Context: an optimization exercise on an open-source flow, tuned for small area, a short achievable clock period and few clock cycles per item. The choices shown serve that exercise and are no tape-out recipe. Power and IR drop assume default switching activity.

==> flow/design.v <==
package go_pkg;
    localparam logic [1:0] CELL_EMPTY = 2'b00;
    localparam logic [1:0] CELL_BLACK = 2'b01;
    localparam logic [1:0] CELL_WHITE = 2'b10;
    localparam int COORD_W = 4;
    localparam int MOVE_W  = 2 * COORD_W;
    localparam int CAPT_W  = 8;
endpackage
import go_pkg::*;
module go_board_top
#(
    parameter int BOARD_DIM = 9
)
(
    input  logic              clk_in,
    input  logic              rst_in,
    input  logic              move_strobe,
    input  logic [MOVE_W-1:0] move_in,
    output logic [2*BOARD_DIM*BOARD_DIM-1:0] board_out,
    output logic              turn,
    output logic              busy,
    output logic              move_done,
    output logic              move_rejected,
    output logic [CAPT_W-1:0] black_captures,
    output logic [CAPT_W-1:0] white_captures
);
    localparam int N      = BOARD_DIM;
    localparam int CELLS  = N * N;
    localparam int FILL_A = 0;
    localparam int FILL_B = 2;
    logic [CELLS-1:0]  blk_q;
    logic [CELLS-1:0]  wht_q;
    logic [CELLS-1:0]  occ_q;
    logic [CELLS-1:0]  dead_q;
    logic              opp_dies_q;
    logic              removing;
    logic [6:0]        count_q;
    logic              count_valid_q;
    logic              white_died_q;
    logic [CAPT_W-1:0] bcap_q;
    logic [CAPT_W-1:0] wcap_q;
    assign occ_q = blk_q | wht_q;
    always_comb
    begin
        for (int i = 0; i < CELLS; i++)
            board_out[2*i +: 2] = {wht_q[i], blk_q[i]};
    end
    function automatic logic [CELLS-1:0] links_h(input logic [CELLS-1:0] bk,
                                                 input logic [CELLS-1:0] wt);
        logic [CELLS-1:0] l;
        l = '0;
        for (int r = 0; r < N; r++)
            for (int c = 0; c < N - 1; c++)
                l[r*N+c] = (bk[r*N+c] & bk[r*N+c+1]) | (wt[r*N+c] & wt[r*N+c+1]);
        links_h = l;
    endfunction
    function automatic logic [CELLS-1:0] links_v(input logic [CELLS-1:0] bk,
                                                 input logic [CELLS-1:0] wt);
        logic [CELLS-1:0] l;
        l = '0;
        for (int r = 0; r < N - 1; r++)
            for (int c = 0; c < N; c++)
                l[r*N+c] = (bk[r*N+c] & bk[r*N+c+N]) | (wt[r*N+c] & wt[r*N+c+N]);
        links_v = l;
    endfunction
    function automatic logic [CELLS-1:0] seeds(input logic [CELLS-1:0] occ);
        logic [CELLS-1:0] s;
        for (int r = 0; r < N; r++)
        begin
            for (int c = 0; c < N; c++)
            begin
                s[r*N+c] = 1'b0;
                if (r > 0)     s[r*N+c] = s[r*N+c] | ~occ[r*N+c-N];
                if (r < N - 1) s[r*N+c] = s[r*N+c] | ~occ[r*N+c+N];
                if (c > 0)     s[r*N+c] = s[r*N+c] | ~occ[r*N+c-1];
                if (c < N - 1) s[r*N+c] = s[r*N+c] | ~occ[r*N+c+1];
            end
        end
        seeds = s & occ;
    endfunction
    function automatic logic [CELLS-1:0] spread_rows(input logic [CELLS-1:0] a,
                                                     input logic [CELLS-1:0] lk);
        logic [CELLS-1:0] f;
        logic [CELLS-1:0] b;
        for (int r = 0; r < N; r++)
        begin
            f[r*N] = a[r*N];
            for (int c = 1; c < N; c++)
                f[r*N+c] = a[r*N+c] | (lk[r*N+c-1] & f[r*N+c-1]);
            b[r*N+N-1] = a[r*N+N-1];
            for (int c = N - 2; c >= 0; c--)
                b[r*N+c] = a[r*N+c] | (lk[r*N+c] & b[r*N+c+1]);
        end
        spread_rows = f | b;
    endfunction
    function automatic logic [CELLS-1:0] spread_cols(input logic [CELLS-1:0] a,
                                                     input logic [CELLS-1:0] lk);
        logic [CELLS-1:0] f;
        logic [CELLS-1:0] b;
        for (int c = 0; c < N; c++)
        begin
            f[c] = a[c];
            for (int r = 1; r < N; r++)
                f[r*N+c] = a[r*N+c] | (lk[r*N+c-N] & f[r*N+c-N]);
            b[(N-1)*N+c] = a[(N-1)*N+c];
            for (int r = N - 2; r >= 0; r--)
                b[r*N+c] = a[r*N+c] | (lk[r*N+c] & b[r*N+c+N]);
        end
        spread_cols = f | b;
    endfunction
    function automatic logic [CELLS-1:0] can_grow(input logic [CELLS-1:0] a,
                                                  input logic [CELLS-1:0] lh,
                                                  input logic [CELLS-1:0] lv);
        logic [CELLS-1:0] g;
        for (int r = 0; r < N; r++)
        begin
            for (int c = 0; c < N; c++)
            begin
                g[r*N+c] = 1'b0;
                if (c > 0)     g[r*N+c] = g[r*N+c] | (lh[r*N+c-1] & a[r*N+c-1]);
                if (c < N - 1) g[r*N+c] = g[r*N+c] | (lh[r*N+c] & a[r*N+c+1]);
                if (r > 0)     g[r*N+c] = g[r*N+c] | (lv[r*N+c-N] & a[r*N+c-N]);
                if (r < N - 1) g[r*N+c] = g[r*N+c] | (lv[r*N+c] & a[r*N+c+N]);
            end
        end
        can_grow = g & ~a;
    endfunction
    logic [N-1:0]        row_hot;
    logic [N-1:0]        col_hot;
    logic [CELLS-1:0]    place;
    logic [CELLS-1:0]    blk1;
    logic [CELLS-1:0]    wht1;
    logic [CELLS-1:0]    occ1;
    logic                legal;
    logic [FILL_A:0][CELLS-1:0] mark_a;
    always_comb
    begin
        for (int i = 0; i < N; i++)
        begin
            row_hot[i] = (move_in[COORD_W +: COORD_W] == COORD_W'(i));
            col_hot[i] = (move_in[COORD_W-1:0] == COORD_W'(i));
        end
        for (int r = 0; r < N; r++)
            for (int c = 0; c < N; c++)
                place[r*N+c] = move_strobe & row_hot[r] & col_hot[c] & ~occ_q[r*N+c];
        legal = ~busy & (|place);
        blk1  = blk_q | (place & {CELLS{~turn}});
        wht1  = wht_q | (place & {CELLS{turn}});
        occ1  = blk1 | wht1;
        mark_a[0] = seeds(occ1);
        for (int s = 0; s < FILL_A; s++)
        begin
            if (s % 2 == 0)
                mark_a[s+1] = spread_rows(mark_a[s], links_h(blk1, wht1));
            else
                mark_a[s+1] = spread_cols(mark_a[s], links_v(blk1, wht1));
        end
    end
    logic [CELLS-1:0]    lh_q;
    logic [CELLS-1:0]    lv_q;
    logic [FILL_B:0][CELLS-1:0] mark_b;
    logic                settled;
    logic [CELLS-1:0]    unmarked;
    logic [CELLS-1:0]    opp_q;
    logic                any_dead;
    logic                opp_dies;
    always_comb
    begin
        lh_q = links_h(blk_q, wht_q);
        lv_q = links_v(blk_q, wht_q);
        mark_b[0] = occ_q & ~dead_q;
        for (int s = 0; s < FILL_B; s++)
        begin
            if ((s + FILL_A) % 2 == 0)
                mark_b[s+1] = spread_rows(mark_b[s], lh_q);
            else
                mark_b[s+1] = spread_cols(mark_b[s], lv_q);
        end
        settled  = ~(|can_grow(mark_b[FILL_B], lh_q, lv_q));
        unmarked = occ_q & ~mark_b[FILL_B];
        opp_q    = turn ? blk_q : wht_q;
        any_dead = |unmarked;
        opp_dies = |(unmarked & opp_q);
    end
    logic [CELLS-1:0] dead;
    logic [6:0]       removed;
    always_comb
    begin
        dead    = dead_q & (opp_q | {CELLS{~opp_dies_q}});
        removed = '0;
        for (int i = 0; i < CELLS; i++)
            removed = removed + 7'(dead[i]);
    end
    logic [CAPT_W:0] bsum;
    logic [CAPT_W:0] wsum;
    always_comb
    begin
        bsum = {1'b0, bcap_q} + (CAPT_W+1)'(count_q);
        wsum = {1'b0, wcap_q} + (CAPT_W+1)'(count_q);
        black_captures = bcap_q;
        white_captures = wcap_q;
        if (count_valid_q)
        begin
            if (white_died_q)
                black_captures = bsum[CAPT_W] ? '1 : bsum[CAPT_W-1:0];
            else
                white_captures = wsum[CAPT_W] ? '1 : wsum[CAPT_W-1:0];
        end
    end
    always_ff @(posedge clk_in)
    begin
        if (rst_in)
        begin
            blk_q         <= '0;
            wht_q         <= '0;
            turn          <= 1'b0;
            busy          <= 1'b0;
            removing      <= 1'b0;
            move_done     <= 1'b0;
            move_rejected <= 1'b0;
            count_valid_q <= 1'b0;
            bcap_q        <= '0;
            wcap_q        <= '0;
        end
        else
        begin
            move_rejected <= move_strobe & ~legal;
            bcap_q        <= black_captures;
            wcap_q        <= white_captures;
            move_done     <= 1'b0;
            count_valid_q <= 1'b0;
            if (!busy)
            begin
                busy  <= legal;
                blk_q <= blk1;
                wht_q <= wht1;
            end
            else if (removing)
            begin
                busy          <= 1'b0;
                removing      <= 1'b0;
                move_done     <= 1'b1;
                count_valid_q <= 1'b1;
                turn          <= ~turn;
                blk_q         <= blk_q & ~dead;
                wht_q         <= wht_q & ~dead;
            end
            else if (settled)
            begin
                if (any_dead)
                    removing <= 1'b1;
                else
                begin
                    busy      <= 1'b0;
                    move_done <= 1'b1;
                    turn      <= ~turn;
                end
            end
        end
    end
    always_ff @(posedge clk_in)
    begin
        if (!busy)
            dead_q <= occ1 & ~mark_a[FILL_A];
        else if (!removing)
            dead_q <= unmarked;
        opp_dies_q   <= opp_dies;
        count_q      <= removed;
        white_died_q <= turn ^ opp_dies_q;
    end
endmodule
make LEC_CHECK=0 CAP_MARGIN=20 CORE_MARGIN=2 CORE_UTILIZATION=40 SETUP_SLACK_MARGIN=5 SLEW_MARGIN=20 finish   # period 11.0 ns
run.sh (not shown) runs the stock make flow with config.mk's settings and CLKGATE_MAP_FILE= SYNTH_SCRIPT=/design/flow/synth_recipe.tcl, a recipe that flattens the netlist after the stock synthesis.
Change:
SETUP_SLACK_MARGIN = unset   (was 5)
Result: Die area does not change. Non-clock buffer count decreases by 35. Flip-flop and latch count is unchanged. Fmax came out lower by about a fifth. Final area shrinks by a few percent. Hold slack is better by 0.054 ns. Sequential power is about the same. Setup slack degrades by 1.4 ns.
Change:
ABC_CLOCK_PERIOD_IN_PS = 4000   (was unset)
=> The changed run passed the timing, DRC and antenna checks. Clock skew does not change. Flip-flop and latch count does not change. Die area is unchanged. Global-route usage stays the same.
Function was not checked in any run of this note: the RTL went through the layout flow alone.

-- separate check: timing with driven ports --
The results above use ideal ports. As a check the final layouts listed here were re-extracted and re-timed, cells and wires unchanged. Step 1 sets driving cells, clkbuf_16 on the clock port and buf_2 on the other inputs (assumed; they add their load-dependent delay and slew). Step 2, shift: input delay + t, output delay - t, t = (earliest + latest rising clock arrival at the registers) / 2. This alone moves slack from input paths to output paths. Slacks: ideal ports / drivers / drivers and shift; pairs: ideal ports / drivers.
| run | t (ns) | setup WS [ns] | hold WS [ns] | worst setup path at the end | cell pins on the clock port's net |
|---|---|---|---|---|---|
| the first run | 0.663 | 4.016 / 4.016 / 4.016 | 0.581 / 0.581 / 0.581 | register to register | 1 |
| the second run | 0.659 | 2.596 / 2.596 / 2.596 | 0.635 / 0.635 / 0.635 | register to register | 1 |
| the third run | 0.659 | 2.596 / 2.596 / 2.596 | 0.635 / 0.635 / 0.635 | register to register | 1 |
After both steps every run listed still meets setup and hold.
